Source: an optimization exercise on an open RTL-to-GDS flow (aim: a short achievable clock period and few clock cycles per item). Production flows keep margins and buffers that such runs may drop. Only simulation tests tie the RTL to the original design; equivalence was not proved.

## flow/design.v (module list and top-level ports; edited modules follow where they fit)
// module mg_a21oi: 3 lines
// module mg_a22oi: 3 lines
// module mg_and2: 3 lines
// module mg_inv: 3 lines
// module mg_nand2: 3 lines
// module mg_nor2: 3 lines
// module mg_o21ai: 3 lines
// module mg_or2: 3 lines
// module mg_xnor2: 3 lines
// module mg_xor2: 3 lines
// module array_multiplier: 2965 lines
module array_multiplier (
	input  logic        clk,
	input  logic        reset,
	input  logic        in_valid,
	input  logic [15:0] x,
	input  logic [15:0] y,
	output logic        product_valid,
	output logic [31:0] product
);
  // ...
==> flow/run.sh <==
#!/bin/bash
# synth_recipe.tcl (not shown) runs the flow's synth.tcl, then flattens the netlist and writes it again
# the make line also repeats each setting of config.mk as NAME=value (left out here)
make -C /OpenROAD-flow-scripts/flow DESIGN_CONFIG=/design/flow/config.mk WORK_HOME=/design/flow/orfs CLKGATE_MAP_FILE= SYNTH_SCRIPT=/design/flow/synth_recipe.tcl finish
==> flow/config.mk <==
export PLATFORM = sky130hd
export DESIGN_NAME = array_multiplier
export DESIGN_NICKNAME = array_multiplier
export VERILOG_FILES = /design/flow/design.v
export SDC_FILE = /design/flow/constraint.sdc
export NUM_CORES = 4
export LEC_CHECK = 0
export CAP_MARGIN = 20
export CORE_MARGIN = 2
export CORE_UTILIZATION = 40
export SETUP_SLACK_MARGIN = 3.5
export SLEW_MARGIN = 20
export SYNTH_HIERARCHICAL = 1
==> flow/constraint.sdc <==
create_clock -name core_clock -period 6.0 [get_ports {clk}]
set_input_delay 1.2000 -clock core_clock [delete_from_list [all_inputs] [get_ports {clk}]]
set_output_delay 1.2000 -clock core_clock [all_outputs]
set_load 0.01 [all_outputs]
==> results.yml, run 1 <==
routing:
  drt_first_iter_violations: 522
  wl_per_cell_um: 17.3
  ant_nets: 0
  met2WireLength_um: 17800
floorplanning:
  floorplan.initialDensity: 0.408
  dieWidth_um: 184
  fp.coreArea_um2: 31600
  placement_rows: 65
  tap-cell-count: 402
finish:
  post_route_cells_drive_above_1_share: 0.390
  area_share_clock_buf_inv: 0.0466
  layoutNonFillerInstCount: 2123
  largestClassByArea: "multi-input combinational cells"
  seq_cells: 214
  most-common-layout-cells: "nand2_1 (389), xor2_1 (280), dfxtp_1 (181)"
setup_path:
  cp_data_arrival_time_ps: 1320
  worstReg2RegEnd: "r2_n1216$_DFF_P_"
  r2r_setup_slack_ps: 3590
  crit_required_ps: 4800
  timing.critical_path.buf_inv: 1
min_path:
  endpoint_of_the_worst_hold_path: "r2_n1245$_DFF_P_"
timing:
  final_hold_vio_count: 0
  slew_headroom: 0.656
  totalNegativeSetupSlack_ps: 0
placement:
  hpwlAfterDp_um: 24700
synth:
  synth_top_family_by_area: "XOR/XNOR gates"
  synth_area_um2: 12900
  synth_enable_flop_cells: 0
clock_tree:
  clockRootBuffer: "clkbuf_16"
  cts.reportedPaths.clkPinSlew_ps: 60
run_status:
  run_status: "no timing/DRC/antenna violations"
Testbench counts, summed over its fixed seeds: cycles 6,392, products 3,200.
==> run 2: changes to the inputs <==
--- a/flow/config.mk
+++ b/flow/config.mk
@@ -8,5 +8,5 @@
 export CAP_MARGIN = 20
 export CORE_MARGIN = 2
-export CORE_UTILIZATION = 40
+export CORE_UTILIZATION = 50
 export SETUP_SLACK_MARGIN = 3.5
 export SLEW_MARGIN = 20
==> results.yml, run 2 <==
routing:
  ant_nets: 0
  wl_per_cell_um: 17.7
  drc: 0
  post_detailed_route_via_to_cell_ratio: 5.10
  detailed_route_wl_um: 36200
  drtPass1Iterations: 5
  drt_first_iter_violations: 548
  vias: 10400
clock_tree:
  tritoncts: "done"
  holdBufCountCts: 0
  clockRootBuffer: "clkbuf_16"
  ctsHtreeMaxLevel: 1
  tritoncts_buffers: 24
  cts.reportedPaths.clkPinSlew_ps: 60
  max-clock-path-buffers: 3
  cts_num_sinks: 214
  clock_insertion_delay_worst_skew_ps: 520
timing:
  achievable-frequency_mhz: 398
  setup_clock_skew_after_layout_ps: 9.88
  min_period_ps: 2520
  final_hold_vio_count: 0
  totalNegativeSetupSlack_ps: 0
  grt_setup_unrepaired: "yes"
  drv_slew: 0
  final.period_utilization: 0.419
  worst_tran_pin_value_ps: 643
  total_setup_violations_reported_at_the_end_of_the_flow: 0
  slew_headroom: 0.571
setup_path:
  r2r_setup_slack_ps: 3490
  r2r_cells: 10
  cp_data_arrival_time_ps: 1320
  critPathLaunchType: "register"
  crit_type: "register to output port"
  crit_path_end_kind: "output port"
  worst-path-max-fanout: 1
  crit_required_ps: 4800
finish:
  antenna_diode_count: 0
  largest-register: "valid_pipe"
  finalNetCount: 1729
  post_route_cells_drive_above_1_share: 0.390
  mostFrequentLayoutCell: "nand2_1"
  syn_to_final_growth_pct: 36.5
  layoutNonFillerInstCount: 2042
  most-common-layout-cells: "nand2_1 (383), xor2_1 (280), dfxtp_1 (181)"
  largest_register_ffs: 2
  layout_filler_cell_count: 1982
synth:
  async_flop_share: 0
  ys_ff_latch: 214
  commonest_cells_post_synth: "nand2_1 (417), xor2_1 (408), dfxtp_1 (214), a22oi_2 (120), nor2_1 (80)"
  yosysSeqAreaShare: 0.332
  post_synthesis_area_per_instance_um2: 8.74
  synth.top_cells.by_area: "dfxtp_1 (33%), xor2_1 (28%), nand2_1 (12%)"
  yosysMostFrequentCell: "nand2_1"
  share_of_the_synthesized_area_in_the_top_cell_type: 0.332
  synth_area_um2: 12900
  synth_enable_flop_cells: 0
  number_of_distinct_library_cells_after_synthesis: 13
  synthFlopType: "dfxtp_1"
  synth_largest_area_cell: "dfxtp_1"
  syn_inst: 1478
  syn_nets: 1513
  synth.yosys.warnings: 7
floorplanning:
  floorplan.initialDensity: 0.511
  die-area_um2: 27100
  placement_rows: 58
  fp.coreArea_um2: 25300
  fp.dieH_um: 165
  dieWidth_um: 165
  ioPinCount: 68
placement:
  placed_cells_incl_taps: 1863
  routability_congestion: 0.817
  portBuffers: 67
  hpwlAfterDp_um: 24000
global_routing:
  grt-ovfl-total: 0
  antenna_violations_before_repair: 0
  grt_use_total: 0.260
  wire_length_of_the_first_global_routing_pass_um: 53900
  maximum_number_of_pins_on_one_net_before_global_route_repair: 36
  first_global_vias: 10000
min_path:
  hold-path-cell-count: 0
  hold_path_class: "register to register"
run_status:
  run_status: "no timing/DRC/antenna violations"
flow_run:
  maxCapViolCount: 0
[run 2: worst max-delay path, cell delays in order, from the launching register on]
cell and delay [ps]:
dfxtp_2 330, a21oi_4 190, xnor2_2 130, buf_2 150
[run 2: repair_timing]
| item | CTS | global route |
|---|---|---|
| gates resized for setup | 234 | 232 |
| pin swaps | 77 | 121 |
| setup endpoints to repair | 206 | 142 |
| buffers inserted | 86 | 42 |
| cloned | 7 | 0 |
[run 2: worst paths after layout]
check	start	endpoint
max	r2_n1209$_DFF_P_	product[25]
min	r1_n1245$_DFF_P_	r2_n1245$_DFF_P_
max reg2reg	r1_n397$_DFF_P_	r2_n1210$_DFF_P_
min reg2reg	r1_n1245$_DFF_P_	r2_n1245$_DFF_P_
[run 2: logic make-up after synthesis]
logic type,synth area share
DFF,0.332
AOI/OAI and AO/OA,0.184
and+or+nand+nor,0.153
xor gates and xnor gates,0.305
buffers and inverters,0.0262
[run 2: final cells by class]
cell class	count	area, µm²	share of cell area
timing repair buffer	222	2050	0.116
clock inverter	7	68.8	0.00390
multi-input combinational	1206	9910	0.562
sequential	214	4340	0.246
clock buffer	37	741	0.0420
inverter	26	97.6	0.00554
tap	330	413	0.0234
[run 2: per-stage QoR]
stage          hold slack, ps  setup slack (ps)  cell area, µm²   util
3_5_place_dp              315              2000           14100  0.557
3_3_place_gp              311              2010           14100  0.558
2_1_floorplan             310              3250           13100      -
5_1_grt                   336              3410           17600  0.698
6_report                  326              3480           17600  0.698
4_1_cts                   329              3440           16200  0.643
[run 2: metal layers]
metal  global-route usage  up-vias  share of wire
met5                    0        -              0
met2                0.430      259           0.48
met1                0.349     4942           0.44
met4               0.0960        0          0.035
li1                     -     5119              -
met3               0.0316       84          0.045
[run 2: per-module statistics from Yosys (local to each module, per instance), excerpt]
module	area [µm²]	copies in the design
array_multiplier	4540	1
mg_nand2	3.75	417
mg_a21oi	8.76	71
mg_inv	3.75	26
mg_nor2	3.75	80
mg_and2	6.26	1
mg_or2	6.26	14
mg_a22oi	12.5	120
==> run 3: changes to the inputs <==
--- a/flow/config.mk
+++ b/flow/config.mk
@@ -8,5 +8,6 @@
 export CAP_MARGIN = 20
 export CORE_MARGIN = 2
-export CORE_UTILIZATION = 50
+export CORE_UTILIZATION = 40
+export PLACE_DENSITY = 0.7
 export SETUP_SLACK_MARGIN = 3.5
 export SLEW_MARGIN = 20
==> results.yml, run 3 <==
setup_path:
  crit_top_cell: "xor2_2"
  crit_required_ps: 6440
  cp_data_arrival_time_ps: 3070
  cpMaxStageDelayCell: "dfxtp_4"
  timing.critical_path.buf_inv: 1
  path_cells: "xor2_4 > xor2_2 > buf_4 > xor2_1 > xor2_2 > xor2_2 > nand2_2 > nor2_4 > nand2_1 > o21ai_1"
  crit_path_end_kind: "register"
  critical-path-top-delay-family: "XOR/XNOR gates"
  max_stage_delay_ps: 410
  worst-path-max-fanout: 4
  r2r_setup_slack_ps: 3370
  crit_type: "register to register"
  critPathLaunchType: "register"
synth:
  synth_largest_area_cell: "dfxtp_1"
  synth_area_um2: 12900
  synth_enable_flop_cells: 0
  ys_ff_latch: 214
  synthFlopType: "dfxtp_1"
  post_synthesis_area_per_instance_um2: 8.74
  yosysSeqAreaShare: 0.332
  share_of_the_synthesized_area_in_the_top_cell_type: 0.332
  syn_nets: 1513
  synth.top_cells.by_area: "dfxtp_1 (33%), xor2_1 (28%), nand2_1 (12%)"
  commonest_cells_post_synth: "nand2_1 (417), xor2_1 (408), dfxtp_1 (214), a22oi_2 (120), nor2_1 (80)"
  number_of_distinct_library_cells_after_synthesis: 13
  syn_inst: 1478
  async_flop_share: 0
  yosysMostFrequentCell: "nand2_1"
  synth.yosys.warnings: 7
floorplanning:
  dieWidth_um: 184
  placement_rows: 65
  fp.dieH_um: 184
  floorplan.initialDensity: 0.408
  ioPinCount: 68
  fp.coreArea_um2: 31600
  die-area_um2: 33700
clock_tree:
  cts.reportedPaths.clkPinSlew_ps: 60
  clockRootBuffer: "clkbuf_16"
  cts_num_sinks: 214
  tritoncts: "done"
  tritoncts_buffers: 24
  ctsHtreeMaxLevel: 1
  clock_insertion_delay_worst_skew_ps: 520
  max-clock-path-buffers: 3
  holdBufCountCts: 0
routing:
  detailed_route_wl_um: 39800
  post_detailed_route_via_to_cell_ratio: 5.19
  ant_nets: 0
  drt_first_iter_violations: 840
  drc: 0
  drtPass1Iterations: 5
  vias: 11100
  wl_per_cell_um: 18.7
timing:
  setup_clock_skew_after_layout_ps: 14.2
  achievable-frequency_mhz: 380
  min_period_ps: 2630
  grt_setup_unrepaired: "yes"
  slew_headroom: 0.504
  final.period_utilization: 0.438
  totalNegativeSetupSlack_ps: 0
  worst_tran_pin_value_ps: 744
  drv_slew: 0
  total_setup_violations_reported_at_the_end_of_the_flow: 0
  final_hold_vio_count: 0
finish:
  syn_to_final_growth_pct: 38.8
  largest-register: "valid_pipe"
  mostFrequentLayoutCell: "nand2_1"
  antenna_diode_count: 0
  most-common-layout-cells: "nand2_1 (394), xor2_1 (292), dfxtp_1 (182)"
  finalNetCount: 1747
  largest_register_ffs: 2
  post_route_cells_drive_above_1_share: 0.384
placement:
  portBuffers: 67
  routability_congestion: 0.950
  hpwlAfterDp_um: 23700
run_status:
  run_status: "no timing/DRC/antenna violations"
global_routing:
  first_global_vias: 10400
  antenna_violations_before_repair: 0
  grt_use_total: 0.214
  maximum_number_of_pins_on_one_net_before_global_route_repair: 36
  wire_length_of_the_first_global_routing_pass_um: 56100
  grt-ovfl-total: 0
min_path:
  hold_path_class: "register to register"
flow_run:
  maxCapViolCount: 0
[run 3: cell types whose count changed in the layout (fill, tap and decap cells not counted), sizes merged]
| cell | previous run | this run |
|---|---|---|
| inv | 26 | 28 |
| nor2 | 80 | 81 |
| buf | 173 | 192 |
| clkdlybuf4s50 | 11 | 12 |
| clkbuf | 45 | 37 |
| bufbuf | 7 | 6 |
| bufinv | 1 | 5 |
[run 3: worst paths after layout]
kind                         start               end  cells after the start
hold / removal    r1_n1245$_DFF_P_  r2_n1245$_DFF_P_                      0
setup / recovery   r1_n413$_DFF_P_  r2_n1196$_DFF_P_                     10
hold reg to reg   r1_n1245$_DFF_P_  r2_n1245$_DFF_P_                      0
setup reg to reg   r1_n413$_DFF_P_  r2_n1196$_DFF_P_                     10
[run 3: metrics by stage]
step / cell area, µm² / utilization / hold WS [ps] / instances / setup slack (ps)
2_1_floorplan: 13100 / - / 310 / 1478 / 3250
3_3_place_gp: 14200 / 0.448 / 312 / 1933 / 1900
3_5_place_dp: 14100 / 0.447 / 315 / 1933 / 1870
4_1_cts: 16600 / 0.524 / 324 / 2085 / 3440
5_1_grt: 17900 / 0.566 / 330 / 2132 / 3320
6_report: 17900 / 0.566 / 321 / 2132 / 3370
[run 3: logic make-up after synthesis]
logic type,Yosys count,share of synthesized area
AND/OR/NAND/NOR,514,0.153
XOR/XNOR,450,0.305
AO/OA/AOI/OAI,242,0.184
flip-flops,214,0.332
buffers and inverters,58,0.0262
[run 3: layer usage]
metal  GRT usage  vias up  part of all wire
met5           0        -                 0
met4      0.0864        0             0.049
met3      0.0196      144             0.061
met2       0.370      455              0.49
met1       0.274     5290              0.40
li1            -     5181                 -
[run 3: timing repair]
action	CTS	global route
setup buffers	101	47
resized for setup	230	209
gates cloned	7	0
pin swaps	71	109
endpoints found under the setup margin	205	141
[run 3: Yosys stat by module, one instance, submodules excluded, a selection]
module | cells inside | times used | cell area, µm²
array_multiplier | 248 | 1 | 4540
mg_a21oi | 1 | 71 | 8.76
mg_inv | 1 | 26 | 3.75
mg_nor2 | 1 | 80 | 3.75
mg_or2 | 1 | 14 | 6.26
mg_xnor2 | 1 | 42 | 8.76
mg_xor2 | 1 | 408 | 8.76
[run 3: area by class of cell]
cell class / count / area [µm²]
fill: 2493 / 13700
multi-input combinational: 1207 / 9820
sequential: 214 / 4340
timing repair buffer: 239 / 2240
clock buffer: 31 / 708
tap: 402 / 503
clock inverter: 13 / 205
inverter: 26 / 97.6
==> run 4: changes to the inputs <==
--- a/flow/config.mk
+++ b/flow/config.mk
@@ -9,5 +9,5 @@
 export CORE_MARGIN = 2
 export CORE_UTILIZATION = 40
-export PLACE_DENSITY = 0.7
+export GPL_ROUTABILITY_DRIVEN = 0
 export SETUP_SLACK_MARGIN = 3.5
 export SLEW_MARGIN = 20
==> results.yml, run 4 <==
clock_tree:
  cts.reportedPaths.clkPinSlew_ps: 60
  clock_insertion_delay_worst_skew_ps: 530
  tritoncts: "done"
  max-clock-path-buffers: 3
  clockRootBuffer: "clkbuf_16"
  ctsHtreeMaxLevel: 1
  cts_num_sinks: 214
  tritoncts_buffers: 23
placement:
  hpwlAfterDp_um: 24700
  portBuffers: 67
  placed_cell_area_um2: 14200
  place_ws_ps: 1870
routing:
  vias: 10400
  post_detailed_route_via_to_cell_ratio: 4.91
  ant_nets: 0
  wl_per_cell_um: 17.3
  detailed_route_wl_um: 36800
  drtPass1Iterations: 5
  drt_first_iter_violations: 522
  drc: 0
timing:
  achievable-frequency_mhz: 397
  setup_clock_skew_after_layout_ps: 22.0
  min_period_ps: 2520
  grt_setup_unrepaired: "yes"
  worst_tran_pin_value_ps: 514
  final_critical_path_setup_slack_ps: 3480
  slew_headroom: 0.656
  drv_slew: 0
  final_hold_vio_count: 0
  total_setup_violations_reported_at_the_end_of_the_flow: 0
  totalNegativeSetupSlack_ps: 0
  final.period_utilization: 0.420
finish:
  mostFrequentLayoutCell: "nand2_1"
  largest-register: "valid_pipe"
  antenna_diode_count: 0
  largest_register_ffs: 2
  final_cell_area_um2: 18000
  post_route_cells_drive_above_1_share: 0.390
  syn_to_final_growth_pct: 39.4
  finalNetCount: 1739
  most-common-layout-cells: "nand2_1 (389), xor2_1 (280), dfxtp_1 (181)"
setup_path:
  crit-reg2reg-launch: "r1_n397$_DFF_P_"
  crit_path_end_kind: "output port"
  cp_data_arrival_time_ps: 1320
  worst-path-max-fanout: 1
  r2r_cells: 12
  timing.critical_path.buf_inv: 1
  r2r_setup_slack_ps: 3590
  critPathLaunchType: "register"
  worstReg2RegEnd: "r2_n1216$_DFF_P_"
  cpMaxStageDelayCell: "dfxtp_2"
  crit_required_ps: 4800
  max_stage_delay_ps: 320
  critical-path-top-delay-family: "flip-flops"
  timing.critical_path.to: "product[25]"
  critical_path_cell_count: 3
  crit_type: "register to output port"
  path_cells: "a21oi_4 > xnor2_2 > buf_2"
  cp-startpoint: "r2_n1209$_DFF_P_"
floorplanning:
  dieWidth_um: 184
  floorplan.initialDensity: 0.408
  die-area_um2: 33700
  fp.dieH_um: 184
  placement_rows: 65
  ioPinCount: 68
  fp.coreArea_um2: 31600
min_path:
  hold_path_class: "register to register"
synth:
  yosysSeqAreaShare: 0.332
  ys_ff_latch: 214
  syn_nets: 1513
  synth_largest_area_cell: "dfxtp_1"
  synthFlopType: "dfxtp_1"
  commonest_cells_post_synth: "nand2_1 (417), xor2_1 (408), dfxtp_1 (214), a22oi_2 (120), nor2_1 (80)"
  async_flop_share: 0
  synth_area_um2: 12900
  synth.yosys.warnings: 7
  synth.top_cells.by_area: "dfxtp_1 (33%), xor2_1 (28%), nand2_1 (12%)"
  yosysMostFrequentCell: "nand2_1"
  number_of_distinct_library_cells_after_synthesis: 13
  syn_inst: 1478
  post_synthesis_area_per_instance_um2: 8.74
  share_of_the_synthesized_area_in_the_top_cell_type: 0.332
  synth_enable_flop_cells: 0
global_routing:
  maximum_number_of_pins_on_one_net_before_global_route_repair: 36
  grt-ovfl-total: 0
  first_global_vias: 9916
  antenna_violations_before_repair: 0
  wire_length_of_the_first_global_routing_pass_um: 54800
  grt_use_total: 0.210
run_status:
  run_status: "no timing/DRC/antenna violations"
flow_run:
  maxCapViolCount: 0
-- run 4: cell count changes in the layout (fill, tap and decap cells not counted), moves of 4 or more --
| cell | before | now |
|---|---|---|
| buf_4 | 138 | 119 |
| o21ai_1 | 36 | 32 |
| buf_6 | 8 | 15 |
| xor2_1 | 292 | 280 |
| nand2_2 | 22 | 26 |
| nand2_1 | 394 | 389 |
| o21ai_2 | 10 | 15 |
| xor2_2 | 100 | 115 |
| dfxtp_2 | 26 | 30 |
| nor2_4 | 20 | 16 |
-- run 4: how the worst min path moves through the flow --
stage,start,to,slack (ps),cells after the start
after floorplan,r1_n1006$_DFF_P_,r2_n1006$_DFF_P_,310,0
after global placement,r1_n946$_DFF_P_,r2_n946$_DFF_P_,310,0
after detailed placement,r1_n1245$_DFF_P_,r2_n1245$_DFF_P_,310,0
after CTS,r1_n1245$_DFF_P_,r2_n1245$_DFF_P_,330,0
after global routing,r1_n1244$_DFF_P_,r2_n1244$_DFF_P_,340,0
final,r1_n1245$_DFF_P_,r2_n1245$_DFF_P_,330,0
-- run 4: stage by stage --
stage	hold slack [ps]	cells	util
floorplan	310	1478	-
global placement	310	1938	0.449
detailed placement	313	1938	0.449
CTS	327	2071	0.521
global route	339	2123	0.569
finish	327	2123	0.569
-- run 4: per-module statistics from Yosys (local to each module, per instance), a selection --
module / flip-flops and latches / copies in the design / cells inside
mg_a21oi: 0 / 71 / 1
mg_or2: 0 / 14 / 1
array_multiplier: 214 / 1 / 248
mg_xnor2: 0 / 42 / 1
mg_inv: 0 / 26 / 1
mg_a22oi: 0 / 120 / 1
mg_o21ai: 0 / 51 / 1
mg_nor2: 0 / 80 / 1
mg_and2: 0 / 1 / 1
mg_xor2: 0 / 408 / 1
-- run 4: cell type report --
cell class              count  area, µm²
clock buffers              28        624
clock inverters            14        214
fillers                  2655      13600
inverters                  26       97.6
multi-input cells        1206       9910
flip-flops and latches    214       4330
well taps                 402        503
repair buffers            233       2320
-- run 4: routing by layer --
layer  global-route usage  part of all wire  vias up
li1                     -                 -     5147
met1                0.279              0.44     4918
met2                0.355              0.48      281
met3               0.0244             0.044       76
met4               0.0653             0.029        0
met5                    0                 0        -
-- run 4: what timing repair did --
item,CTS,global route
endpoints found under the setup margin,206,137
cloned,7,1
setup buffers,84,51
hold buffers,0,0
resized for setup,242,225
pin swaps,73,107
endpoints found under the hold margin,0,0
-- run 4: cell families after synthesis --
logic type	share of synthesized area
and+or+nand+nor	0.153
xor gates and xnor gates	0.305
AOI/OAI and AO/OA	0.184
DFF	0.332
buffers and inverters	0.0262

## port drivers added, routing unchanged
How much do the figures lean on ideal ports? The routed layouts below were timed once more, with nothing changed but the port constraints. Step 1 (the two cells are an assumption about what drives the block):
set clk [get_ports {clk}]
set_driving_cell -lib_cell sky130_fd_sc_hd__clkbuf_16 $clk
set_driving_cell -lib_cell sky130_fd_sc_hd__buf_2 [delete_from_list [all_inputs] $clk]
Step 2, shift: input delay + t, output delay - t, t = (earliest + latest rising clock arrival at the registers) / 2. This alone moves slack from input paths to output paths. Three values: ideal, step 1, step 2; two values: the first two.
run	t (ns)	setup WS [ns]	worst setup path after step 2	worst slew at a driven data input, ns
run 1	0.562	3.482 / 3.433 / 2.973	input to register	0.05
run 2	0.565	3.485 / 3.435 / 2.991	input to register	0.03
run 3	0.569	3.370 / 3.370 / 2.986	input to register	0.04
run 4	0.562	3.482 / 3.433 / 2.973	input to register	0.05
After both steps every run listed still meets setup and hold.
